This is an optimization exercise on Yosys and OpenROAD, whose aim is small area and a short achievable clock period, not a production implementation.
RTL that was checked went through simulation tests only; none was proved equivalent to the original.
The RTL of runs 1, 3 and 4 was laid out without a check of its function.
Power and IR drop assume default switching activity.

File: flow/config.mk
export PLATFORM = sky130hd
export DESIGN_NAME = noc_ring_ni
export DESIGN_NICKNAME = noc_ring_ni
export VERILOG_FILES = /design/flow/design.v
export SDC_FILE = /design/flow/constraint.sdc
export NUM_CORES = 4
export LEC_CHECK = 0
export CAP_MARGIN = 20
export CORE_MARGIN = 2
export CORE_UTILIZATION = 40
export SETUP_SLACK_MARGIN = 4.5
export SLEW_MARGIN = 20
File: flow/run.sh
#!/bin/bash
# synth_recipe.tcl (not shown) runs the flow's synth.tcl, then flattens the netlist and writes it again
# the make line also repeats each setting of config.mk as NAME=value (left out here)
make -C /OpenROAD-flow-scripts/flow DESIGN_CONFIG=/design/flow/config.mk WORK_HOME=/design/flow/orfs CLKGATE_MAP_FILE= SYNTH_SCRIPT=/design/flow/synth_recipe.tcl finish
File: flow/design.v
`default_nettype none
package noc_ni_pkg;
   typedef enum logic [1:0]
   {
      flit_idle = 2'b00,    
      flit_head = 2'b01,
      flit_body = 2'b10,
      flit_tail = 2'b11
   } flit_type_t;
   typedef enum logic [1:0]
   {
      dest_pass_req  = 2'b00,
      dest_pass_rep  = 2'b01,
      dest_local_req = 2'b10,
      dest_local_rep = 2'b11
   } dest_fifo_t;
   typedef struct packed
   {
      logic [3:0] dest_node;    
      logic [1:0] spare;
      logic [4:0] cmd;          
      logic [4:0] misc;
   } head_flit_t;
   typedef union packed
   {
      head_flit_t  head;
      logic [15:0] body;
   } flit_u;
   typedef struct packed
   {
      flit_type_t ctrl;    
      flit_u      flit;
   } ni_entry_t;
   typedef logic [4:0] cmd_t;
   localparam cmd_t wbrep         = 5'b10000;
   localparam cmd_t c2hinvrep     = 5'b10001;
   localparam cmd_t flushrep      = 5'b10010;
   localparam cmd_t atflurep      = 5'b10011;
   localparam cmd_t shrep         = 5'b11000;
   localparam cmd_t exrep         = 5'b11001;
   localparam cmd_t sh_exrep      = 5'b11010;
   localparam cmd_t scflurep      = 5'b11100;
   localparam cmd_t instrep       = 5'b10100;
   localparam cmd_t c2cinvrep     = 5'b11011;
   localparam cmd_t nackrep       = 5'b10101;
   localparam cmd_t flushfail_rep = 5'b10110;
   localparam cmd_t wbfail_rep    = 5'b10111;
   function automatic logic [3:0] rep_msg_flits(input cmd_t cmd);
      case (cmd)
         atflurep, wbrep:
            rep_msg_flits = 4'd11;    
         exrep, shrep, instrep, sh_exrep:
            rep_msg_flits = 4'd9;
         nackrep, flushrep, c2hinvrep, flushfail_rep, wbfail_rep:
            rep_msg_flits = 4'd3;
         default:
            rep_msg_flits = 4'd1;     
      endcase
   endfunction
endpackage
`default_nettype wire
`default_nettype none
module flit_fifo
#(
   parameter int width = 18
)
(
   input  wire              clk,
   input  wire              reset,
   input  wire              wr_en,
   input  wire [width-1:0]  wr_data,
   input  wire              rd_en,
   output logic [width-1:0] rd_data,
   output logic             empty,
   output logic             full,
   output logic [4:0]       used_slots
);
   localparam int ram_depth = 15;
   logic [width-1:0] head_q;
   logic [width-1:0] mem [ram_depth];
   logic [3:0]       wr_ptr;
   logic [3:0]       rd_ptr;
   logic [4:0]       count;
   logic             cnt0, cnt1, cnt2p;    
   logic [width-1:0] ram_out;
   assign cnt2p = !cnt0 && !cnt1;
   always_comb
   begin
      ram_out = '0;
      for (int i = 0; i < ram_depth; i++)
         ram_out = ram_out | ({width{rd_ptr == 4'(i)}} & mem[i]);
   end
   always_ff @(posedge clk)
   begin
      if (reset)
      begin
         wr_ptr <= '0;
         rd_ptr <= '0;
         count  <= '0;
         cnt0   <= 1'b1;
         cnt1   <= 1'b0;
      end
      else
      begin
         if (wr_en && !cnt0 && !(cnt1 && rd_en))
            wr_ptr <= (wr_ptr == 4'(ram_depth - 1)) ? '0 : wr_ptr + 1'b1;
         if (rd_en && cnt2p)
            rd_ptr <= (rd_ptr == 4'(ram_depth - 1)) ? '0 : rd_ptr + 1'b1;
         if (wr_en && !rd_en)
         begin
            count <= count + 1'b1;
            cnt0  <= 1'b0;
            cnt1  <= cnt0;
         end
         else if (rd_en && !wr_en)
         begin
            count <= count - 1'b1;
            cnt0  <= cnt1;
            cnt1  <= (count == 5'd2);
         end
      end
   end
   always_ff @(posedge clk)
   begin
      if (wr_en && !cnt0)
         mem[wr_ptr] <= wr_data;
   end
   always_ff @(posedge clk)
   begin
      if (rd_en)
         head_q <= cnt2p ? ram_out : wr_data;
      else if (cnt0)
         head_q <= wr_data;
   end
   assign rd_data    = head_q;
   assign empty      = cnt0;
   assign full       = count[4];
   assign used_slots = count;
endmodule
`default_nettype wire
`default_nettype none
module ring_receive
(
   input  wire         clk,
   input  wire         reset,
   input  wire [1:0]   ctrl_in,
   input  wire [15:0]  flit_in,
   input  wire [1:0]   dest_fifo_in,
   input  wire         en_in_req_deq,
   input  wire         en_in_rep_deq,
   input  wire         pass_req_pop,
   input  wire         pass_rep_pop,
   output logic [16:0] pass_req_head,
   output logic [15:0] pass_rep_head,
   output logic        pass_req_empty,
   output logic        pass_rep_empty,
   output logic [17:0] deq_req_data,
   output logic [17:0] deq_rep_data,
   output logic        req_rdy,
   output logic        rep_rdy,
   output logic        en_pass_req,
   output logic        en_pass_rep,
   output logic        en_local_req,
   output logic        en_local_rep,
   output logic [4:0]  used_slots_pass_rep
);
   logic [3:0] wr_en;
   logic [3:0] empty_q;
   logic [3:0] full_q;
   for (genvar i = 0; i < 4; i++)
   begin : g_wr
      assign wr_en[i] = (ctrl_in != 2'b00) && (dest_fifo_in == 2'(i));
   end
   flit_fifo #(.width(17)) u_pass_req
   (
      .clk        (clk),
      .reset      (reset),
      .wr_en      (wr_en[0]),
      .wr_data    ({ctrl_in[0], flit_in}),
      .rd_en      (pass_req_pop),
      .rd_data    (pass_req_head),
      .empty      (empty_q[0]),
      .full       (full_q[0]),
      .used_slots ()
   );
   flit_fifo #(.width(16)) u_pass_rep
   (
      .clk        (clk),
      .reset      (reset),
      .wr_en      (wr_en[1]),
      .wr_data    (flit_in),
      .rd_en      (pass_rep_pop),
      .rd_data    (pass_rep_head),
      .empty      (empty_q[1]),
      .full       (full_q[1]),
      .used_slots (used_slots_pass_rep)
   );
   flit_fifo #(.width(18)) u_local_req
   (
      .clk        (clk),
      .reset      (reset),
      .wr_en      (wr_en[2]),
      .wr_data    ({ctrl_in, flit_in}),
      .rd_en      (en_in_req_deq),
      .rd_data    (deq_req_data),
      .empty      (empty_q[2]),
      .full       (full_q[2]),
      .used_slots ()
   );
   flit_fifo #(.width(18)) u_local_rep
   (
      .clk        (clk),
      .reset      (reset),
      .wr_en      (wr_en[3]),
      .wr_data    ({ctrl_in, flit_in}),
      .rd_en      (en_in_rep_deq),
      .rd_data    (deq_rep_data),
      .empty      (empty_q[3]),
      .full       (full_q[3]),
      .used_slots ()
   );
   assign pass_req_empty = empty_q[0];
   assign pass_rep_empty = empty_q[1];
   assign req_rdy        = !empty_q[2];
   assign rep_rdy        = !empty_q[3];
   assign en_pass_req  = !full_q[0];
   assign en_pass_rep  = !full_q[1];
   assign en_local_req = !full_q[2];
   assign en_local_rep = !full_q[3];
endmodule
`default_nettype wire
`default_nettype none
module ring_transmit_arbiter
(
   input  wire         clk,
   input  wire         reset,
   input  wire [16:0]  pass_req_head,
   input  wire [15:0]  pass_rep_head,
   input  wire [16:0]  inj_req_head,
   input  wire [15:0]  inj_rep_head,
   input  wire         pass_req_empty,
   input  wire         pass_rep_empty,
   input  wire         inj_req_empty,
   input  wire         inj_rep_empty,
   input  wire         en_local_req_in,
   input  wire         en_local_rep_in,
   input  wire         en_pass_req_in,
   input  wire         en_pass_rep_in,
   input  wire [4:0]   used_slots_pass_rep_in,
   output logic        pass_req_pop,
   output logic        pass_rep_pop,
   output logic        inj_req_pop,
   output logic        inj_rep_pop,
   output logic [1:0]  ctrl_out,
   output logic [15:0] flit_out,
   output logic [1:0]  dest_fifo_out
);
   localparam logic [3:0] next_node = 4'd4;
   logic [15:0] pay [4];
   logic [3:0]  ne;           
   logic [3:0]  at_head;      
   logic [3:0]  to_next;      
   logic [1:0]  ctrl_s [4];
   logic [3:0]  rem_pr, rem_ir;    
   logic        first_pq, first_iq;
   logic [3:0]  len_pr, len_ir;
   logic [3:0]  held;         
   logic        locked;
   logic        lock_local;   
   logic [3:0]  sel;
   logic [3:0]  loc;
   logic [3:0]  pop_s;
   logic        pop;
   logic        credit_ok;
   assign pay[0] = pass_rep_head;
   assign pay[1] = inj_rep_head;
   assign pay[2] = pass_req_head[15:0];
   assign pay[3] = inj_req_head[15:0];
   assign ne     = {!inj_req_empty, !pass_req_empty, !inj_rep_empty, !pass_rep_empty};
   assign len_pr = noc_ni_pkg::rep_msg_flits(pass_rep_head[9:5]);
   assign len_ir = noc_ni_pkg::rep_msg_flits(inj_rep_head[9:5]);
   assign at_head = {first_iq, first_pq, rem_ir == 4'd0, rem_pr == 4'd0};
   assign held    = {!first_iq, !first_pq, rem_ir != 4'd0, rem_pr != 4'd0};
   assign locked  = |held;
   always_comb
   begin
      for (int s = 0; s < 4; s++)
         to_next[s] = (pay[s][15:12] == next_node);
   end
   function automatic logic [1:0] rep_ctrl(input logic [3:0] rem);
      rep_ctrl = (rem == 4'd0) ? 2'b01 : (rem == 4'd1) ? 2'b11 : 2'b10;
   endfunction
   assign ctrl_s[0] = rep_ctrl(rem_pr);
   assign ctrl_s[1] = rep_ctrl(rem_ir);
   assign ctrl_s[2] = first_pq ? 2'b01 : {1'b1, pass_req_head[16]};
   assign ctrl_s[3] = first_iq ? 2'b01 : {1'b1, inj_req_head[16]};
   always_comb
   begin
      if (locked)
         sel = held;
      else if (ne[0])
         sel = 4'b0001;
      else if (ne[1])
         sel = 4'b0010;
      else if (ne[2])
         sel = 4'b0100;
      else
         sel = 4'b1000;
   end
   assign loc = locked ? {4{lock_local}} : to_next;
   always_comb
   begin
      case (len_ir)
         4'd11:   credit_ok = used_slots_pass_rep_in <= 5'd5;
         4'd9:    credit_ok = used_slots_pass_rep_in <= 5'd7;
         4'd3:    credit_ok = used_slots_pass_rep_in <= 5'd13;
         default: credit_ok = used_slots_pass_rep_in <= 5'd15;
      endcase
      if (!at_head[1] || loc[1])
         credit_ok = 1'b1;
   end
   assign pop_s[0] = sel[0] && ne[0] && (loc[0] ? en_local_rep_in : en_pass_rep_in);
   assign pop_s[1] = sel[1] && ne[1] && (loc[1] ? en_local_rep_in : en_pass_rep_in) && credit_ok;
   assign pop_s[2] = sel[2] && ne[2] && (loc[2] ? en_local_req_in : en_pass_req_in);
   assign pop_s[3] = sel[3] && ne[3] && (loc[3] ? en_local_req_in : en_pass_req_in);
   assign pop      = |pop_s;
   assign pass_rep_pop = pop_s[0];
   assign inj_rep_pop  = pop_s[1];
   assign pass_req_pop = pop_s[2];
   assign inj_req_pop  = pop_s[3];
   always_ff @(posedge clk)
   begin
      if (reset)
      begin
         rem_pr   <= 4'd0;
         rem_ir   <= 4'd0;
         first_pq <= 1'b1;
         first_iq <= 1'b1;
      end
      else
      begin
         if (pop_s[0])
            rem_pr <= (rem_pr == 4'd0) ? len_pr - 4'd1 : rem_pr - 4'd1;
         if (pop_s[1])
            rem_ir <= (rem_ir == 4'd0) ? len_ir - 4'd1 : rem_ir - 4'd1;
         if (pop_s[2])
            first_pq <= !first_pq && pass_req_head[16];    
         if (pop_s[3])
            first_iq <= !first_iq && inj_req_head[16];
      end
   end
   always_ff @(posedge clk)
   begin
      if (!locked)
         lock_local <= |(sel & to_next);
   end
   logic [1:0]  sel_ctrl;
   logic [15:0] sel_pay;
   logic        sel_loc;
   always_comb
   begin
      sel_ctrl = '0;
      sel_pay  = '0;
      sel_loc  = 1'b0;
      for (int s = 0; s < 4; s++)
      begin
         sel_ctrl = sel_ctrl | ({2{sel[s]}} & ctrl_s[s]);
         sel_pay  = sel_pay  | ({16{sel[s]}} & pay[s]);
         sel_loc  = sel_loc  | (sel[s] & loc[s]);
      end
   end
   always_ff @(posedge clk)
   begin
      if (reset)
         ctrl_out <= 2'b00;
      else
         ctrl_out <= pop ? sel_ctrl : 2'b00;
   end
   always_ff @(posedge clk)
   begin
      flit_out      <= sel_pay;
      dest_fifo_out <= {sel_loc, !sel[2] && !sel[3]};
   end
endmodule
`default_nettype wire
`default_nettype none
module network_interface
(
   input  wire         clk,
   input  wire         reset,
   input  wire [1:0]   ctrl_in,
   input  wire [15:0]  flit_in,
   input  wire [1:0]   dest_fifo_in,
   output logic        en_pass_req,
   output logic        en_pass_rep,
   output logic        en_local_req,
   output logic        en_local_rep,
   output logic [4:0]  used_slots_pass_rep,
   input  wire [17:0]  enq_req_data,
   input  wire [17:0]  enq_rep_data,
   input  wire         en_out_req_enq,
   input  wire         en_out_rep_enq,
   output logic        out_req_rdy,
   output logic        out_rep_rdy,
   output logic [17:0] deq_req_data,
   output logic [17:0] deq_rep_data,
   output logic        req_rdy,
   output logic        rep_rdy,
   input  wire         en_in_req_deq,
   input  wire         en_in_rep_deq,
   input  wire         en_local_req_in,
   input  wire         en_local_rep_in,
   input  wire         en_pass_req_in,
   input  wire         en_pass_rep_in,
   input  wire [4:0]   used_slots_pass_rep_in,
   output logic [1:0]  ctrl_out,
   output logic [15:0] flit_out,
   output logic [1:0]  dest_fifo_out
);
   logic [16:0] pass_req_head, inj_req_head;
   logic [15:0] pass_rep_head, inj_rep_head;
   logic      pass_req_empty, pass_rep_empty;
   logic      inj_req_empty, inj_rep_empty;
   logic      inj_req_full, inj_rep_full;
   logic      pass_req_pop, pass_rep_pop;
   logic      inj_req_pop, inj_rep_pop;
   assign out_req_rdy = !inj_req_full;
   assign out_rep_rdy = !inj_rep_full;
   ring_receive u_receive
   (
      .clk                 (clk),
      .reset               (reset),
      .ctrl_in             (ctrl_in),
      .flit_in             (flit_in),
      .dest_fifo_in        (dest_fifo_in),
      .en_in_req_deq       (en_in_req_deq),
      .en_in_rep_deq       (en_in_rep_deq),
      .pass_req_pop        (pass_req_pop),
      .pass_rep_pop        (pass_rep_pop),
      .pass_req_head       (pass_req_head),
      .pass_rep_head       (pass_rep_head),
      .pass_req_empty      (pass_req_empty),
      .pass_rep_empty      (pass_rep_empty),
      .deq_req_data        (deq_req_data),
      .deq_rep_data        (deq_rep_data),
      .req_rdy             (req_rdy),
      .rep_rdy             (rep_rdy),
      .en_pass_req         (en_pass_req),
      .en_pass_rep         (en_pass_rep),
      .en_local_req        (en_local_req),
      .en_local_rep        (en_local_rep),
      .used_slots_pass_rep (used_slots_pass_rep)
   );
   flit_fifo #(.width(17)) u_inj_req
   (
      .clk        (clk),
      .reset      (reset),
      .wr_en      (en_out_req_enq),
      .wr_data    ({enq_req_data[16], enq_req_data[15:0]}),
      .rd_en      (inj_req_pop),
      .rd_data    (inj_req_head),
      .empty      (inj_req_empty),
      .full       (inj_req_full),
      .used_slots ()
   );
   flit_fifo #(.width(16)) u_inj_rep
   (
      .clk        (clk),
      .reset      (reset),
      .wr_en      (en_out_rep_enq),
      .wr_data    (enq_rep_data[15:0]),
      .rd_en      (inj_rep_pop),
      .rd_data    (inj_rep_head),
      .empty      (inj_rep_empty),
      .full       (inj_rep_full),
      .used_slots ()
   );
   ring_transmit_arbiter u_transmit
   (
      .clk                    (clk),
      .reset                  (reset),
      .pass_req_head          (pass_req_head),
      .pass_rep_head          (pass_rep_head),
      .inj_req_head           (inj_req_head),
      .inj_rep_head           (inj_rep_head),
      .pass_req_empty         (pass_req_empty),
      .pass_rep_empty         (pass_rep_empty),
      .inj_req_empty          (inj_req_empty),
      .inj_rep_empty          (inj_rep_empty),
      .en_local_req_in        (en_local_req_in),
      .en_local_rep_in        (en_local_rep_in),
      .en_pass_req_in         (en_pass_req_in),
      .en_pass_rep_in         (en_pass_rep_in),
      .used_slots_pass_rep_in (used_slots_pass_rep_in),
      .pass_req_pop           (pass_req_pop),
      .pass_rep_pop           (pass_rep_pop),
      .inj_req_pop            (inj_req_pop),
      .inj_rep_pop            (inj_rep_pop),
      .ctrl_out               (ctrl_out),
      .flit_out               (flit_out),
      .dest_fifo_out          (dest_fifo_out)
   );
endmodule
`default_nettype wire
`default_nettype none
module noc_ring_ni
(
   input  wire        clk,
   input  wire        reset,
   input  wire [1:0]  ctrl_in,
   input  wire [15:0] flit_in,
   input  wire [1:0]  dest_fifo_in,
   output wire        en_pass_req,
   output wire        en_pass_rep,
   output wire        en_local_req,
   output wire        en_local_rep,
   output wire [4:0]  used_slots_pass_rep,
   input  wire [17:0] enq_req_data,
   input  wire [17:0] enq_rep_data,
   input  wire        en_out_req_enq,
   input  wire        en_out_rep_enq,
   output wire        out_req_rdy,
   output wire        out_rep_rdy,
   output wire [17:0] deq_req_data,
   output wire [17:0] deq_rep_data,
   output wire        req_rdy,
   output wire        rep_rdy,
   input  wire        en_in_req_deq,
   input  wire        en_in_rep_deq,
   input  wire        en_local_req_in,
   input  wire        en_local_rep_in,
   input  wire        en_pass_req_in,
   input  wire        en_pass_rep_in,
   input  wire [4:0]  used_slots_pass_rep_in,
   output wire [1:0]  ctrl_out,
   output wire [15:0] flit_out,
   output wire [1:0]  dest_fifo_out
);
   network_interface u_ni
   (
      .clk                    (clk),
      .reset                  (reset),
      .ctrl_in                (ctrl_in),
      .flit_in                (flit_in),
      .dest_fifo_in           (dest_fifo_in),
      .en_pass_req            (en_pass_req),
      .en_pass_rep            (en_pass_rep),
      .en_local_req           (en_local_req),
      .en_local_rep           (en_local_rep),
      .used_slots_pass_rep    (used_slots_pass_rep),
      .enq_req_data           (enq_req_data),
      .enq_rep_data           (enq_rep_data),
      .en_out_req_enq         (en_out_req_enq),
      .en_out_rep_enq         (en_out_rep_enq),
      .out_req_rdy            (out_req_rdy),
      .out_rep_rdy            (out_rep_rdy),
      .deq_req_data           (deq_req_data),
      .deq_rep_data           (deq_rep_data),
      .req_rdy                (req_rdy),
      .rep_rdy                (rep_rdy),
      .en_in_req_deq          (en_in_req_deq),
      .en_in_rep_deq          (en_in_rep_deq),
      .en_local_req_in        (en_local_req_in),
      .en_local_rep_in        (en_local_rep_in),
      .en_pass_req_in         (en_pass_req_in),
      .en_pass_rep_in         (en_pass_rep_in),
      .used_slots_pass_rep_in (used_slots_pass_rep_in),
      .ctrl_out               (ctrl_out),
      .flit_out               (flit_out),
      .dest_fifo_out          (dest_fifo_out)
   );
endmodule
`default_nettype wire
File: flow/constraint.sdc
create_clock -name core_clock -period 7.0 [get_ports {clk}]
set_input_delay 1.4000 -clock core_clock [delete_from_list [all_inputs] [get_ports {clk}]]
set_output_delay 1.4000 -clock core_clock [all_outputs]
set_load 0.01 [all_outputs]
==> results of run 1 <==
## state kept, by name, indices dropped and copies added (netlist names), 16 cells and up
register	flops
u_ni.u_receive.u_local_rep.mem	270
u_ni.u_receive.u_local_req.mem	270
u_ni.u_inj_req.mem	255
u_ni.u_receive.u_pass_req.mem	255
u_ni.u_inj_rep.mem	240
u_ni.u_receive.u_pass_rep.mem	240
u_ni.u_receive.u_local_rep.head_q	18
u_ni.u_receive.u_local_req.head_q	18
u_ni.u_inj_req.head_q	17
u_ni.u_receive.u_pass_req.head_q	17
u_ni.u_inj_rep.head_q	16
u_ni.u_receive.u_pass_rep.head_q	16
u_ni.u_transmit.flit_out	16
## worst max-delay path, delay by kind of cell, from the launching register on
kind,cells,cell delay (ns)
and+or+nand+nor,3,0.82
adders and majority gates,3,0.58
xor gates and xnor gates,1,0.08
buffers and inverters,4,0.43
DFF,1,0.32
AOI/OAI and AO/OA,5,1.01
## logic make-up after synthesis
group,Yosys count,synth area share
flip-flops,1757,0.778
AO/OA/AOI/OAI,1048,0.119
AND/OR/NAND/NOR,955,0.0695
buffers and inverters,274,0.0161
adder cells (fa/ha/maj),40,0.00824
multiplexers,36,0.00565
XOR/XNOR,25,0.00331
## repair_timing
item	4_1_cts	5_1_grt
endpoints found under the setup margin	1746	708
pin swaps	116	84
hold endpoints to repair	0	0
gates resized for setup	619	181
cloned	18	8
setup buffers	219	76
## layout make-up
| type | count | share of cell area |
|---|---|---|
| antenna | 5 | 0.000151 |
| clock buffer | 209 | 0.0554 |
| clock inverter | 106 | 0.0104 |
| inverter | 50 | 0.00280 |
| multi-input combinational | 2112 | 0.200 |
| sequential | 1757 | 0.621 |
| tap | 2189 | 0.0330 |
| timing repair buffer | 595 | 0.0769 |
## where the power goes
part,switching (mW),internal (mW)
clock,3.91,5.11
sequential,0.322,11.9
combinational,2.33,1.93
## final timing paths
kind / start / to / slack [ns] / depth (start not counted)
hold / removal: u_ni.u_inj_req.head_q[4]$_DFFE_PP_ / u_ni.u_transmit.flit_out[4]$_DFF_P_ / 0.50 / 2
setup reg to reg: u_ni.u_transmit.rem_ir[0]$_SDFFE_PP0P_ / u_ni.u_inj_req.count[4]$_SDFFE_PP0P_ / 3.66 / 16
setup / recovery: u_ni.u_transmit.rem_ir[0]$_SDFFE_PP0P_ / u_ni.u_inj_req.count[4]$_SDFFE_PP0P_ / 3.66 / 16
hold reg to reg: u_ni.u_inj_req.head_q[4]$_DFFE_PP_ / u_ni.u_transmit.flit_out[4]$_DFF_P_ / 0.50 / 2
## per-stage QoR
step           instance area, um2  hold slack (ns)  setup slack [ns]  utilization
2_1_floorplan               67900            0.416              3.08            -
3_3_place_gp                72300            0.471              2.13        0.439
3_5_place_dp                72400            0.475              2.08        0.440
4_1_cts                     81400            0.490              3.67        0.495
5_1_grt                     83100            0.533              3.53        0.505
6_report                    83100            0.497              3.66        0.505
## layer usage
layer	vias up	share of wire	track usage
li1	17900	-	-
met1	21600	0.41	0.310
met2	1812	0.48	0.359
met3	307	0.076	0.0340
met4	6	0.027	0.0747
met5	-	0.00016	0
## cell usage in the layout (no fill, tap or decap), types with 15 or more instances in the layout
cell	count
a22oi_1	453
or3_1	15
o21ai_0	61
nand2b_1	27
clkdlybuf4s50_1	35
a21oi_1	81
clkbuf_16	182
edfxtp_1	1633
a21oi_4	27
clkbuf_1	27
ha_4	22
nand2_1	180
buf_2	62
a22o_1	80
buf_6	117
buf_4	255
nor3_4	27
a221oi_1	76
nand4_1	30
dfxtp_1	82
nand2_2	19
nand3_1	182
nor2_1	205
clkinv_2	39
a21oi_2	48
nor2_4	88
buf_12	85
a222oi_1	116
mux2i_1	22
inv_1	26
nor3_2	31
dfxtp_2	31
clkinv_1	34
==> key figures, run 1 <==
Outcome
  – Status: timing/DRC/antenna clean

CTS
  – Clock tree from TritonCTS: done
  – Clk Latency, worst-skew pair: about 0.81 ns
  – CTS sink count: around 1800
  – CTS H-tree depth: 4
  – Root buf cell: clkbuf_16
  – Hold_buf cts: 0
  – CTS Buf Count: 169
  – Clock slew at reported path FFs: around 0.070 ns
  – CTS Buffer Depth: 3

Logic synthesis
  – Syn Inst Count: between 4000 and 5000
  – Netlist cell types: 79
  – Top cell type's share of synthesized area: 0.741
  – Post-synthesis async set-or-reset flop share: 0
  – Syn Nets: about 4200
  – Post-synth top flop: edfxtp_1
  – Count leader, synth: edfxtp_1
  – #FFs+latches synth: around 1800
  – Post-synth EDFFs: roughly 1600
  – Seq/Total Area, Yosys: 0.778
  – Synth area leader: edfxtp_1
  – Largest cells by area after synthesis: edfxtp_1, a22oi_1, dfxtp_1
  – Area of the mapped netlist: about 0.066 mm2
  – Post-Syn Area per Cell: roughly 16 um2
  – Synth top cells by count: edfxtp_1, a22oi_1, nor2_1, nand2_1, clkbuf_1
  – Synth warnings: 6

Drt
  – Via count: ~42000
  – First drt pass iteration count: 6
  – Remaining DRCs: 0
  – Wire per inst: 27.7 um
  – DR iter-0 viols: roughly 5400
  – Antenna Nets Post-Route: 0
  – Vias per cell: 5.92
  – Final wirelength: 194000 um

Timing
  – RSZ-0062 raised after global routing: yes
  – Final setup violation count: 0
  – Final worst-path cycle share: 0.477
  – Pins Over Slew Limit: 0
  – Hold Vio Cnt, Final: 0
  – Worst Skew: approximately 0.022 ns
  – Setup TNS: 0 ns
  – Worst Tran Pin Value: around 1.1 ns
  – Final min period: around 3.3 ns
  – Achievable frequency: approximately 0.30 GHz
  – Worst rel slew slack: 0.296

Global routing
  – GRT Util Overall: 0.223
  – Grt ovf: 0
  – Largest net degree at the start of global routing: 66
  – First-pass GRT wire length: between 200000 and 300000 um
  – Vias in the first global route: around 40000
  – Initial antenna violation count: 11

Setup path
  – Crit path kind: flop to flop
  – Critical Path Fanout Max: 5
  – Worst path max stage delay: approximately 0.37 ns
  – Critical Path RT: just under 8 ns
  – CP Data Arrival Time: slightly above 4 ns
  – Crit start category: flop
  – CP cell instances: inv_1 > ha_4 > nor3b_4 > buf_4 > nand4_1 > a21bo_4 > a21oi_4 > inv_4 > ha_4 > inv_6 > ha_4 > a21o_1 > a21oi_2 > xnor2_1 > or3_1 > a21oi_2
  – Crit path max-delay cell type: or3_1
  – Endpoint type of the worst setup path: flop
  – Most used cell, CP: ha_4

Floorplanning
  – Die height: 411 um
  – Die width: ~410 um
  – Num ports: 140
  – Initial Utilization: 0.402
  – Row count: 149
  – Die area: between 0.15 and 0.2 mm2
  – Placeable Area: 0.165 mm2

Cells and area
  – Multi-input logic area: 0.0166 mm2
  – Layout Nets: approximately 4800
  – Final std cells w/o fill: between 7000 and 8000
  – FF/Latch Area: 0.0516 mm2
  – Layout area overhead: 25.5%
  – FILL cells: between 10000 and 15000
  – Ratio of cells with drive above 1 in the final layout: 0.272

Power
  – Max VDD drop: between 0.0002 and 0.0003 V
  – Pwr per Cell Area: approximately 310 mW/mm2
  – Leak: between 20 and 30 nW
  – Power, Total: between 20 and 30 mW

Placement
  – # port buffers: between 100 and 150
  – Post-DP HPWL: 104000 um
  – GP Congestion: between 0.8 and 0.9
  – Placed Cells: around 6400

Hold path
  – Worst hold path class: flop to flop

Run
  – Max cap viols: 0
==> run 2: changes to the inputs <==
--- a/flow/design.v
+++ b/flow/design.v
@@ -83,4 +83,6 @@
    logic [4:0]       count;
-   logic             cnt0, cnt1, cnt2p;    
+   logic             cnt0, cnt1, cnt2p;
    logic [width-1:0] ram_out;
+   assign cnt0  = (count == 5'd0);
+   assign cnt1  = (count == 5'd1);
    assign cnt2p = !cnt0 && !cnt1;
@@ -99,4 +101,2 @@
          count  <= '0;
-         cnt0   <= 1'b1;
-         cnt1   <= 1'b0;
       end
@@ -108,14 +108,3 @@
             rd_ptr <= (rd_ptr == 4'(ram_depth - 1)) ? '0 : rd_ptr + 1'b1;
-         if (wr_en && !rd_en)
-         begin
-            count <= count + 1'b1;
-            cnt0  <= 1'b0;
-            cnt1  <= cnt0;
-         end
-         else if (rd_en && !wr_en)
-         begin
-            count <= count - 1'b1;
-            cnt0  <= cnt1;
-            cnt1  <= (count == 5'd2);
-         end
+         count <= count + wr_en - rd_en;
       end
--- a/flow/config.mk
+++ b/flow/config.mk
@@ -10,3 +10,2 @@
 export CORE_UTILIZATION = 40
-export SETUP_SLACK_MARGIN = 4.5
 export SLEW_MARGIN = 20
==> run 2 against run 1 <==
Utilization decreased by 3.3 points. Flip-flop and latch count decreased by 12. Combinational power is 3% lower. Sequential power grew 3%. Count of clock-buffer cells in the layout increased by 20. Worst hold slack got worse by 0.035 ns. Cell count decreased by 5.5%. Non-clock buffer count shrank 251. Synthesized cell count decreased by 3.3%. Clock skew up 0.0078 ns. Global-route usage is 0.73 points lower. Highest routed layer unchanged.
==> key figures, run 2 <==
Timing
  – Hold WS: between 0.4 and 0.5 ns
  – Worst Tran Pin Value: between 1 and 1.5 ns
  – Achievable frequency: between 0.2 and 0.25 GHz
  – Worst Skew: just under 0.03 ns
  – Pins Over Slew Limit: 0
  – Worst rel slew slack: 0.205
  – Final min period: between 4 and 5 ns
  – Final setup violation count: 0
  – Final worst-path cycle share: 0.599
  – RSZ-0062 raised after global routing: no
  – Hold Vio Cnt, Final: 0
  – Setup TNS: 0 ns

Setup path
  – Crit start category: input port
  – Critical Path Fanout Max: 50
  – Worst path max stage delay: around 0.7 ns
  – Worst reg-to-reg path cell count: 18
  – R2r setup slk: between 2 and 3 ns
  – Crit path max-delay cell type: buf_2
  – Endpoint type of the worst setup path: flop
  – RR Startpoint: u_ni.u_inj_rep.count[2]$_SDFF_PP0_
  – CP cell instances: buf_2 > nor2_1 > or3b_2 > or2_2 > or3_1 > nor2_2 > buf_4
  – Worst reg2reg endpoint: u_ni.u_receive.u_pass_req.count[4]$_SDFF_PP0_
  – CP Data Arrival Time: about 4.7 ns
  – Critical Path RT: 7.47 ns
  – Crit path kind: input port to flop

Placement
  – # port buffers: about 140
  – Post-DP HPWL: ~110000 um
  – GP Congestion: ~0.8
  – Placed Cells: about 6300

Run
  – Max cap viols: 0

Drt
  – Via count: 39200
  – Antenna Nets Post-Route: 0
  – Vias per cell: slightly below 6
  – Met3 wire length: roughly 16000 um
  – Metal2 WL: around 89000 um
  – Top layer in use: met5
  – Wl on met1: approximately 76000 um
  – DR iter-0 viols: between 5000 and 6000
  – Final wirelength: roughly 190000 um
  – Remaining DRCs: 0
  – Wire per inst: between 20 and 30 um
  – First drt pass iteration count: 9

CTS
  – CTS H-tree depth: 4
  – Clk Latency, worst-skew pair: approximately 0.81 ns
  – CTS sink count: roughly 1700
  – CTS Buffer Depth: 3
  – Hold_buf cts: 0
  – Postcts setup bufs: 0
  – Clock slew at reported path FFs: roughly 0.06 ns
  – Clock tree from TritonCTS: done
  – CTS Buf Count: 174
  – Post_cts resized: 0
  – Root buf cell: clkbuf_16

Logic synthesis
  – Post-synthesis async set-or-reset flop share: 0
  – Synth warnings: 6
  – Syn Inst Count: 3997
  – Synth area leader: edfxtp_1
  – Post-Syn Area per Cell: 16.5 um2
  – Top cell type's share of synthesized area: 0.746
  – Seq/Total Area, Yosys: 0.780
  – Area of the mapped netlist: ~0.066 mm2
  – Largest cells by area after synthesis: edfxtp_1, a22oi_1, dfxtp_1
  – Syn Nets: about 4100
  – Netlist cell types: 91
  – Count leader, synth: edfxtp_1
  – Synth top cells by count: edfxtp_1, a22oi_1, nor2_1, clkbuf_1, nand2_1
  – Post-synth EDFFs: approximately 1600
  – #FFs+latches synth: between 1500 and 2000
  – Post-synth top flop: edfxtp_1

Floorplanning
  – Initial Utilization: 0.404
  – Num ports: between 100 and 150
  – Die height: approximately 400 um
  – Row count: approximately 150
  – Die width: 409 um
  – Die area: roughly 0.17 mm2
  – Placeable Area: approximately 0.16 mm2

Power
  – Pwr per Cell Area: between 300 and 400 mW/mm2
  – Power, Total: 25.9 mW
  – Max VDD drop: about 0.00029 V
  – Leak: between 20 and 25 nW

Hold path
  – Worst hold path class: flop to flop
  – Hold path depth: 2
  – Hold path startpoint: u_ni.u_inj_req.head_q[0]$_DFFE_PP_
  – Hold Path Sink: u_ni.u_transmit.flit_out[0]$_DFF_P_

Global routing
  – Initial antenna violation count: 9
  – Grt ovf: 0
  – Vias in the first global route: around 38000
  – First-pass GRT wire length: 266000 um
  – Largest net degree at the start of global routing: 65
  – GRT Util Overall: 0.216

Cells and area
  – Layout Utilization: 0.472
  – Final std cells w/o fill: about 6600
  – Ratio of cells with drive above 1 in the final layout: 0.146
  – Top flop regs: u_ni.u_receive.u_local_rep.mem x270, u_ni.u_receive.u_local_req.mem x270
  – Most frequent cells in the layout: edfxtp_1, a22oi_1, nor2_1
  – Commonest non-fill, non-tap cell in the layout: edfxtp_1
  – Layout Nets: roughly 4400
  – FILL cells: ~14000
  – Layout area overhead: 16.9%

Outcome
  – Status: timing/DRC/antenna clean
## run 2: logic make-up after synthesis
family,share of synthesized area
xor+xnor,0.00240
buf+inv,0.0170
flops,0.780
compound gates,0.119
fa+ha+maj,0.0106
simple gates,0.0663
mux,0.00472
## run 2: worst max-delay path by stage
stage,startpoint,endpoint,slack (ns),depth (start not counted)
5_1_grt,u_ni.u_inj_rep.count[3]$_SDFF_PP0_,u_ni.u_receive.u_pass_req.count[4]$_SDFF_PP0_,2.55,18
2_1_floorplan,ctrl_in[0],u_ni.u_receive.u_local_req.mem[0][0]$_DFFE_PP_,2.72,5
3_3_place_gp,ctrl_in[0],u_ni.u_receive.u_pass_req.mem[2][10]$_DFFE_PP_,1.88,8
4_1_cts,ctrl_in[0],u_ni.u_receive.u_pass_req.mem[1][16]$_DFFE_PP_,2.61,8
6_report,ctrl_in[0],u_ni.u_receive.u_local_req.mem[2][17]$_DFFE_PP_,2.81,7
3_5_place_dp,ctrl_in[0],u_ni.u_receive.u_pass_req.mem[1][11]$_DFFE_PP_,1.78,8
## run 2: where the power goes
part	total, mW	leakage (nW)	switching, mW	internal [mW]
registers	12.6	15.7	0.414	12.2
clock network	9.19	2.71	4.00	5.20
logic	4.15	6.27	2.67	1.48
total	25.9	24.7	7.08	18.9
## run 2: final cells by class
class,instances,area (um2),area share
flip-flops and latches,1745,51300,0.667
multi-input cells,1966,14100,0.183
clock buffers,229,4610,0.0600
repair buffers,344,2840,0.0370
well taps,2175,2720,0.0354
clock inverters,92,1000,0.0130
inverters,81,304,0.00396
diodes,3,7.51,0.0000977
## run 2: per-layer routing
metal / up-vias / GRT usage
met4: 10 / 0.0541
met2: 1878 / 0.354
met3: 277 / 0.0385
met1: 20100 / 0.297
li1: 17000 / -
met5: - / 0
## run 2: critical path, delay by kind of cell
family | cells | cell delay (ns)
buffers and inverters | 2 | 1.09
AND/OR/NAND/NOR | 5 | 2.13
## run 2: through the flow
step	setup slack, ns	instance area, um2
after floorplan	2.72	65800
after global placement	1.88	71200
after detailed placement	1.78	71200
after CTS	2.61	76800
after global routing	2.55	76800
final	2.81	76900
==> run 3: changes to the inputs <==
--- a/flow/design.v
+++ b/flow/design.v
@@ -83,6 +83,4 @@
    logic [4:0]       count;
-   logic             cnt0, cnt1, cnt2p;
+   logic             cnt0, cnt1, cnt2p;    
    logic [width-1:0] ram_out;
-   assign cnt0  = (count == 5'd0);
-   assign cnt1  = (count == 5'd1);
    assign cnt2p = !cnt0 && !cnt1;
@@ -94,2 +92,16 @@
    end
+   logic [4:0] cnt_inc, cnt_dec;
+   logic [3:0] wr_ptr_inc, rd_ptr_inc;
+   assign cnt_inc[0] = !count[0];
+   assign cnt_inc[1] = count[1] ^ count[0];
+   assign cnt_inc[2] = count[2] ^ (count[1] & count[0]);
+   assign cnt_inc[3] = count[3] ^ (count[2] & count[1] & count[0]);
+   assign cnt_inc[4] = count[4] ^ (count[3] & count[2] & count[1] & count[0]);
+   assign cnt_dec[0] = !count[0];
+   assign cnt_dec[1] = count[1] ^ !count[0];
+   assign cnt_dec[2] = count[2] ^ !(count[1] | count[0]);
+   assign cnt_dec[3] = count[3] ^ !(count[2] | count[1] | count[0]);
+   assign cnt_dec[4] = count[4] ^ !(count[3] | count[2] | count[1] | count[0]);
+   assign wr_ptr_inc = (wr_ptr == 4'(ram_depth - 1)) ? '0 : wr_ptr + 1'b1;
+   assign rd_ptr_inc = (rd_ptr == 4'(ram_depth - 1)) ? '0 : rd_ptr + 1'b1;
    always_ff @(posedge clk)
@@ -101,2 +113,4 @@
          count  <= '0;
+         cnt0   <= 1'b1;
+         cnt1   <= 1'b0;
       end
@@ -105,6 +119,11 @@
          if (wr_en && !cnt0 && !(cnt1 && rd_en))
-            wr_ptr <= (wr_ptr == 4'(ram_depth - 1)) ? '0 : wr_ptr + 1'b1;
+            wr_ptr <= wr_ptr_inc;
          if (rd_en && cnt2p)
-            rd_ptr <= (rd_ptr == 4'(ram_depth - 1)) ? '0 : rd_ptr + 1'b1;
-         count <= count + wr_en - rd_en;
+            rd_ptr <= rd_ptr_inc;
+         if (wr_en != rd_en)
+         begin
+            count <= rd_en ? cnt_dec : cnt_inc;
+            cnt0  <= rd_en && cnt1;
+            cnt1  <= rd_en ? (count == 5'd2) : cnt0;
+         end
       end
@@ -270,4 +289,5 @@
    assign len_ir = noc_ni_pkg::rep_msg_flits(inj_rep_head[9:5]);
-   assign at_head = {first_iq, first_pq, rem_ir == 4'd0, rem_pr == 4'd0};
-   assign held    = {!first_iq, !first_pq, rem_ir != 4'd0, rem_pr != 4'd0};
+   logic mid_pr, mid_ir;    
+   assign at_head = {first_iq, first_pq, !mid_ir, !mid_pr};
+   assign held    = {!first_iq, !first_pq, mid_ir, mid_pr};
    assign locked  = |held;
@@ -283,2 +303,5 @@
    assign ctrl_s[1] = rep_ctrl(rem_ir);
+   logic [3:0] rem_pr_nx, rem_ir_nx;
+   assign rem_pr_nx = mid_pr ? rem_pr - 4'd1 : len_pr - 4'd1;
+   assign rem_ir_nx = mid_ir ? rem_ir - 4'd1 : len_ir - 4'd1;
    assign ctrl_s[2] = first_pq ? 2'b01 : {1'b1, pass_req_head[16]};
@@ -325,2 +348,4 @@
          rem_ir   <= 4'd0;
+         mid_pr   <= 1'b0;
+         mid_ir   <= 1'b0;
          first_pq <= 1'b1;
@@ -331,5 +356,11 @@
          if (pop_s[0])
-            rem_pr <= (rem_pr == 4'd0) ? len_pr - 4'd1 : rem_pr - 4'd1;
+         begin
+            rem_pr <= rem_pr_nx;
+            mid_pr <= rem_pr_nx != 4'd0;
+         end
          if (pop_s[1])
-            rem_ir <= (rem_ir == 4'd0) ? len_ir - 4'd1 : rem_ir - 4'd1;
+         begin
+            rem_ir <= rem_ir_nx;
+            mid_ir <= rem_ir_nx != 4'd0;
+         end
          if (pop_s[2])
--- a/flow/config.mk
+++ b/flow/config.mk
@@ -9,3 +9,4 @@
 export CORE_MARGIN = 2
-export CORE_UTILIZATION = 40
+export CORE_UTILIZATION = 65
+export SETUP_SLACK_MARGIN = 4.5
 export SLEW_MARGIN = 20
==> run 3 against run 2 <==
Critical path depth up 8. Largest cell class unchanged. Highest routed layer unchanged. Non-clock buffer count up 151. Worst hold slack worse by 0.0055 ns. Register-to-register slack better by 0.89 ns. Final area up 4.1%. Sequential share of layout area down 2.1 points. First-iteration DRC count up 24%.
==> key figures, run 3 <==
Outcome
  – Status: timing/DRC/antenna clean

Timing
  – Final setup violation count: 0
  – RSZ-0062 raised after global routing: yes
  – Worst rel slew slack: 0.330
  – Pins Over Slew Limit: 0
  – Final min period: 3.29 ns
  – Worst Tran Pin Value: between 0.9 and 1 ns
  – Setup TNS: 0 ns
  – Hold WS: 0.456 ns
  – Worst Skew: about 0.027 ns
  – Final worst-path cycle share: 0.470
  – Achievable frequency: 0.304 GHz
  – Setup slack after layout: 3.71 ns
  – Hold Vio Cnt, Final: 0

Floorplanning
  – Die height: roughly 320 um
  – Initial Utilization: 0.657
  – Placeable Area: roughly 0.10 mm2
  – Num ports: between 100 and 150
  – Row count: 116
  – Die area: approximately 0.10 mm2
  – Die width: between 300 and 400 um

Global routing
  – GRT Util Overall: 0.351
  – Largest net degree at the start of global routing: between 60 and 70
  – First-pass GRT wire length: around 260000 um
  – Grt ovf: 0
  – Initial antenna violation count: 8
  – Vias in the first global route: 40100

Drt
  – Wire per inst: 30.3 um
  – Final wirelength: 183000 um
  – DR iter-0 viols: ~6400
  – Via count: 41800
  – First drt pass iteration count: 11
  – Antenna Nets Post-Route: 0
  – Remaining DRCs: 0
  – Vias per cell: slightly below 7

Setup path
  – Crit start category: input port
  – Setup crit end: u_ni.u_transmit.len_ir[3]$_SDFF_PN0_
  – Critical Path Fanout Max: 4
  – Worst reg2reg endpoint: u_ni.u_transmit.len_ir[3]$_SDFF_PN0_
  – Crit path kind: input port to flop
  – RR Startpoint: u_ni.u_transmit.mid_pr$_SDFFE_PP0P_
  – Worst reg-to-reg path cell count: 14
  – R2r setup slk: between 3 and 4 ns
  – Endpoint type of the worst setup path: flop
  – Critical Path Source: used_slots_pass_rep_in[3]
  – Critical Path RT: roughly 7.7 ns
  – CP Data Arrival Time: 3.94 ns

Cells and area
  – Layout Utilization: 0.797
  – Top flop regs: u_ni.u_receive.u_local_rep.mem x270, u_ni.u_receive.u_local_req.mem x270
  – FILL cells: 5350
  – Final std cells w/o fill: around 6000
  – Design area: roughly 0.080 mm2
  – Commonest non-fill, non-tap cell in the layout: edfxtp_1
  – Layout Nets: around 4600
  – Most frequent cells in the layout: edfxtp_1, a22oi_1, buf_4
  – Ratio of cells with drive above 1 in the final layout: 0.238
  – Layout area overhead: 21.4%

Placement
  – GP Congestion: 0.861
  – Placed cell area: a little over 0.07 mm2
  – # port buffers: between 100 and 150
  – Placed Cells: approximately 5500
  – Worst slack at placement: about 2.2 ns
  – Post-DP HPWL: 96100 um

Logic synthesis
  – Netlist cell types: 84
  – #FFs+latches synth: between 1500 and 2000
  – Seq/Total Area, Yosys: 0.783
  – Post-synth top flop: edfxtp_1
  – Synth area leader: edfxtp_1
  – Top cell type's share of synthesized area: 0.744
  – Syn Nets: ~4200
  – Largest cells by area after synthesis: edfxtp_1, a22oi_1, dfxtp_1
  – Post-synthesis async set-or-reset flop share: 0
  – Count leader, synth: edfxtp_1
  – Synth top cells by count: edfxtp_1, a22oi_1, nor2_1, nand2_1, clkbuf_1
  – Area of the mapped netlist: around 0.066 mm2
  – Syn Inst Count: 4103
  – Synth warnings: 6
  – Post-Syn Area per Cell: roughly 16 um2
  – Post-synth EDFFs: roughly 1600

CTS
  – Clock tree from TritonCTS: done
  – CTS H-tree depth: 4
  – Root buf cell: clkbuf_16
  – Clk Latency, worst-skew pair: slightly below 0.8 ns
  – CTS Buf Count: about 170
  – CTS sink count: ~1800
  – Hold_buf cts: 0
  – CTS Buffer Depth: 3
  – Clock slew at reported path FFs: about 0.070 ns

Power
  – Switch Pwr: around 4.7 mW
  – Pwr per Cell Area: 274 mW/mm2
  – Clock power frac: 0.406
  – Max VDD drop: 0.000264 V
  – Combinational power share: 0.055
  – Sequential Power Share: 0.538
  – Leak: roughly 26 nW
  – Sw Share: 0.214
  – Internal power: about 17 mW
  – Power, Total: ~22 mW

Hold path
  – Worst hold path class: flop to flop
  – Hold path depth: 2

Run
  – Max cap viols: 0
-- run 3: power groups by stage --
stage,clock [mW],sequential (mW),combinational (mW)
finish,8.92,11.8,1.22
global route,9.36,11.8,1.29
CTS,8.94,11.8,1.16
detailed placement,0,12.0,1.02
global placement,0,12.0,1.00
floorplan,0,12.0,0.503
-- run 3: worst min-delay path by stage --
stage                     slack, ns                                   to                               start
after floorplan                0.42  u_ni.u_transmit.flit_out[0]$_DFF_P_  u_ni.u_inj_req.head_q[0]$_DFFE_PP_
after global placement         0.42  u_ni.u_transmit.flit_out[2]$_DFF_P_  u_ni.u_inj_req.head_q[2]$_DFFE_PP_
after detailed placement       0.43  u_ni.u_transmit.flit_out[9]$_DFF_P_  u_ni.u_inj_req.head_q[9]$_DFFE_PP_
after CTS                      0.45  u_ni.u_transmit.flit_out[5]$_DFF_P_  u_ni.u_inj_req.head_q[5]$_DFFE_PP_
after global routing           0.48  u_ni.u_transmit.flit_out[5]$_DFF_P_  u_ni.u_inj_req.head_q[5]$_DFFE_PP_
final                          0.46  u_ni.u_transmit.flit_out[5]$_DFF_P_  u_ni.u_inj_req.head_q[5]$_DFFE_PP_
-- run 3: timing repair --
action	4_1_cts	5_1_grt
setup endpoints to repair	1858	750
hold endpoints to repair	0	0
resized for setup	596	66
pin swaps	111	38
cloned	9	2
setup buffers	193	24
-- run 3: final cells by class --
class,instances,area (um2),share of cell area
diodes,5,12.5,0.000156
repair inverters,1,5.00,0.0000626
well taps,1357,1700,0.0212
flip-flops and latches,1759,51700,0.646
multi-input cells,2080,15800,0.197
inverters,39,165,0.00207
clock buffers,234,4720,0.0590
clock inverters,73,689,0.00862
repair buffers,495,5240,0.0655
-- run 3: cells by family (layout without fill, tap and decap cells) --
family          count (synthesis)  in the layout  share of synthesized area
xor+xnor                       35             35                    0.00465
buf+inv                       265            842                     0.0154
fa+ha+maj                      10             10                    0.00190
simple gates                  968            969                     0.0710
other cells                     0              5                          0
compound gates               1027           1027                      0.118
mux                            39             39                    0.00644
flops                        1759           1759                      0.783
-- run 3: critical path: stages --
cell and delay (ns):
buf_6 0.10, o2111ai_2 0.16, nand2_2 0.11, a2111oi_4 0.34
buf_4 0.18, o211ai_1 0.15, buf_6 0.19, nand2_4 0.07
nand2_4 0.08, mux2i_2 0.18, ha_1 0.19, nor2_1 0.04
a32o_1 0.22, a211o_1 0.26, a211o_1 0.26
-- run 3: per-layer routing --
layer / GRT usage / vias to the layer above / wire, um
met3: 0.0611 / 434 / 19000
met2: 0.570 / 2732 / 89100
met1: 0.479 / 21000 / 67800
met4: 0.140 / 6 / 7120
li1: - / 17600 / -
met5: 0 / - / 45
==> run 4: changes to the inputs <==
--- a/flow/config.mk
+++ b/flow/config.mk
@@ -9,3 +9,3 @@
 export CORE_MARGIN = 2
-export CORE_UTILIZATION = 65
+export CORE_UTILIZATION = 40
 export SETUP_SLACK_MARGIN = 4.5
==> run 4 against run 3 <==
Critical path depth is 2 lower. Still clean on timing, DRC and antenna. Largest power group unchanged. Total power is 0.95% higher. Via count shrank 2.7%. Critical path type is now flop to flop. Global-route usage decreased by 13 points. Cell count increased by 14%. Final area grew 1.4%. Combinational power is essentially flat. First-iteration DRC count is 11% lower. Highest routed layer unchanged. Worst hold slack worse by 0.013 ns.
==> key figures, run 4 <==
Timing
  – Worst Tran Pin Value: 1.11 ns
  – Worst Skew: 0.0367 ns
  – Final setup violation count: 0
  – Setup TNS: 0 ns
  – Pins Over Slew Limit: 0
  – Hold Vio Cnt, Final: 0
  – Achievable frequency: 0.300 GHz
  – RSZ-0062 raised after global routing: yes
  – Hold WS: ~0.44 ns
  – Worst rel slew slack: 0.257
  – Final min period: between 3 and 4 ns
  – Final worst-path cycle share: 0.476

Hold path
  – Hold path depth: 2
  – Worst hold path class: flop to flop

Drt
  – Antenna Nets Post-Route: 0
  – Vias per cell: a little under 6
  – Final wirelength: around 190000 um
  – Remaining DRCs: 0
  – First drt pass iteration count: 10
  – Wire per inst: 27.4 um
  – Via count: about 41000
  – DR iter-0 viols: ~5700

Global routing
  – Initial antenna violation count: 10
  – Vias in the first global route: between 30000 and 40000
  – First-pass GRT wire length: 272000 um
  – Grt ovf: 0
  – GRT Util Overall: 0.220
  – Largest net degree at the start of global routing: 68

Power
  – Clock power frac: 0.412
  – Max VDD drop: approximately 0.00023 V
  – Sw Share: 0.221
  – Pwr per Cell Area: 273 mW/mm2
  – Combinational power share: 0.055
  – Internal power: 17.3 mW
  – Leak: between 20 and 30 nW
  – Switch Pwr: roughly 4.9 mW
  – Sequential Power Share: 0.533

Cells and area
  – Final std cells w/o fill: a little under 7000
  – Commonest non-fill, non-tap cell in the layout: edfxtp_1
  – Design area: approximately 0.08 mm2
  – Most frequent cells in the layout: edfxtp_1, a22oi_1, buf_4
  – Layout Nets: 4638
  – Ratio of cells with drive above 1 in the final layout: 0.237
  – Top flop regs: u_ni.u_receive.u_local_rep.mem x270, u_ni.u_receive.u_local_req.mem x270
  – Layout Utilization: 0.497
  – Layout area overhead: 23.1%

Logic synthesis
  – #FFs+latches synth: 1759
  – Post-Syn Area per Cell: 16.1 um2
  – Synth area leader: edfxtp_1
  – Syn Nets: around 4200
  – Area of the mapped netlist: between 0.06 and 0.07 mm2
  – Top cell type's share of synthesized area: 0.744
  – Largest cells by area after synthesis: edfxtp_1, a22oi_1, dfxtp_1
  – Netlist cell types: 84
  – Synth top cells by count: edfxtp_1, a22oi_1, nor2_1, nand2_1, clkbuf_1
  – Count leader, synth: edfxtp_1
  – Post-synth EDFFs: between 1500 and 2000
  – Post-synthesis async set-or-reset flop share: 0
  – Synth warnings: 6
  – Syn Inst Count: roughly 4100
  – Post-synth top flop: edfxtp_1
  – Seq/Total Area, Yosys: 0.783

Setup path
  – CP top delay family: compound AO/OA/AOI/OAI gates
  – Critical Path Fanout Max: 4
  – Crit path kind: flop to flop
  – Endpoint type of the worst setup path: flop
  – CP cell instances: nor4b_4 > mux2i_4 > a2111oi_4 > buf_4 > o211a_4 > o21ai_2 > nand2_2 > mux2i_2 > ha_1 > nor2_1 > a32o_1 > a211o_1 > a211o_1
  – Crit start category: flop
  – Crit path max-delay cell type: a2111oi_4
  – Buf/Inv on CP: 1
  – Worst reg-to-reg path cell count: 13
  – CP Data Arrival Time: just over 4 ns
  – Most used cell, CP: a211o_1
  – Critical Path RT: 7.70 ns
  – Critical path depth: 13
  – Worst path max stage delay: about 0.48 ns

Floorplanning
  – Placeable Area: 0.163 mm2
  – Die area: 0.168 mm2
  – Die height: about 400 um
  – Die width: roughly 410 um
  – Row count: around 150
  – Initial Utilization: 0.404
  – Num ports: 140

Run
  – Max cap viols: 0

CTS
  – Clock slew at reported path FFs: about 0.070 ns
  – CTS H-tree depth: 4
  – Root buf cell: clkbuf_16
  – Clock tree from TritonCTS: done
  – CTS Buf Count: around 170
  – Clk Latency, worst-skew pair: 0.82 ns
  – CTS sink count: between 1500 and 2000
  – CTS Buffer Depth: 3

Placement
  – Placed Cells: between 6000 and 7000
  – Post-DP HPWL: approximately 100000 um
  – # port buffers: about 140
  – Placed cell area: roughly 0.07 mm2
  – GP Congestion: around 0.85

Outcome
  – Status: timing/DRC/antenna clean
==> run 4: cell counts after synthesis <==
Identical to the previous run, type by type.
==> run 4: worst min-delay path, delay by kind of cell, from the launching register on <==
kind             cells  cell delay [ns]
AND/OR/NAND/NOR      2             0.09
flip-flops           1             0.32
==> run 4: repair_timing <==
| item | in CTS | in global routing |
|---|---|---|
| gates cloned | 9 | 2 |
| gates resized for setup | 563 | 92 |
| hold buffers | 0 | 0 |
| pin swaps | 107 | 42 |
| endpoints found under the setup margin | 1858 | 606 |
| setup buffers | 183 | 35 |
| hold endpoints to repair | 0 | 0 |
==> run 4: cell type report <==
cell class / instances / area (um2)
Antenna cell: 3 / 7.51
Clock buffer: 224 / 4630
Timing Repair inverter: 1 / 5.00
Fill cell: 13400 / 82100
Tap cell: 2175 / 2720
Multi-Input combinational cell: 2081 / 15700
Inverter: 39 / 164
Sequential cell: 1759 / 51700
Clock inverter: 91 / 931
Timing Repair Buffer: 504 / 5270
==> run 4: cells by family after synthesis <==
family                   count (synthesis)  synth area share
buffers and inverters                  265            0.0154
XOR/XNOR                                35           0.00465
adder cells (fa/ha/maj)                 10           0.00190
AND/OR/NAND/NOR                        968            0.0710
multiplexers                            39           0.00644
flip-flops                            1759             0.783
AO/OA/AOI/OAI                         1027             0.118
==> run 4: worst paths after layout <==
| path | slack, ns | start | endpoint |
|---|---|---|---|
| worst max register to register | 3.67 | u_ni.u_inj_rep.head_q[13]$_DFFE_PN_ | u_ni.u_transmit.len_ir[3]$_SDFF_PN0_ |
| worst min register to register | 0.44 | u_ni.u_inj_req.head_q[2]$_DFFE_PP_ | u_ni.u_transmit.flit_out[2]$_DFF_P_ |
| worst min-delay path | 0.44 | u_ni.u_inj_req.head_q[2]$_DFFE_PP_ | u_ni.u_transmit.flit_out[2]$_DFF_P_ |
| worst max-delay path | 3.67 | u_ni.u_inj_rep.head_q[13]$_DFFE_PN_ | u_ni.u_transmit.len_ir[3]$_SDFF_PN0_ |
==> run 4: metrics by stage <==
| stage | setup WS, ns | power [mW] |
|---|---|---|
| 5_1_grt | 3.56 | 22.8 |
| 4_1_cts | 3.79 | 22.2 |
| 2_1_floorplan | 3.11 | 12.5 |
| 3_5_place_dp | 1.74 | 13.1 |
| 3_3_place_gp | 1.76 | 13.1 |
| 6_report | 3.67 | 22.2 |
==> run 4: routing by layer <==
layer	track usage	up-vias	routed length, um
met5	0	-	80
met4	0.0611	14	4260
met3	0.0417	282	17100
met2	0.346	1992	88300
met1	0.312	20700	78800
li1	-	17600	-
==> run 4: power groups by stage <==
stage,registers (mW),clock network (mW),logic [mW]
final,11.8,9.13,1.22
after global routing,11.8,9.66,1.31
after CTS,11.8,9.25,1.15
after detailed placement,12.0,0,1.04
after global placement,12.0,0,1.03
after floorplan,12.0,0,0.503

-- port drivers added, routing unchanged --
Ports are ideal in the flow. The routed layouts listed here were re-timed in OpenROAD. Step 1 (the two cells are an assumption about what drives the block):
set clk [get_ports {clk}]
set_driving_cell -lib_cell sky130_fd_sc_hd__clkbuf_16 $clk
set_driving_cell -lib_cell sky130_fd_sc_hd__buf_2 [delete_from_list [all_inputs] $clk]
Step 2, shift: input delay + t, output delay - t, t = (earliest + latest rising clock arrival at the registers) / 2. This alone moves slack from input paths to output paths. Slacks: no drivers / after step 1 / after step 2; pairs: no drivers / after step 1.
run | t (ns) | setup slack, ns | hold WS [ns] | latest minus earliest clock arrival (ns) | worst register clock-pin slew, ns
run 1 | 0.875 | 3.662 / 3.662 / 2.805 | 0.497 / 0.497 / 0.497 | 0.027 / 0.027 | 0.07 / 0.07
run 2 | 0.871 | 2.810 / 2.768 / 1.987 | 0.462 / 0.462 / 0.462 | 0.035 / 0.035 | 0.07 / 0.07
run 3 | 0.855 | 3.712 / 3.748 / 2.904 | 0.456 / 0.456 / 0.456 | 0.031 / 0.031 | 0.07 / 0.07
run 4 | 0.875 | 3.671 / 3.671 / 2.882 | 0.443 / 0.443 / 0.443 | 0.038 / 0.038 | 0.07 / 0.07
After both steps every run listed still meets setup and hold. The setup slack of run 1, which loses most, moves by 0.000 ns with the drivers and by -0.857 ns with both steps.
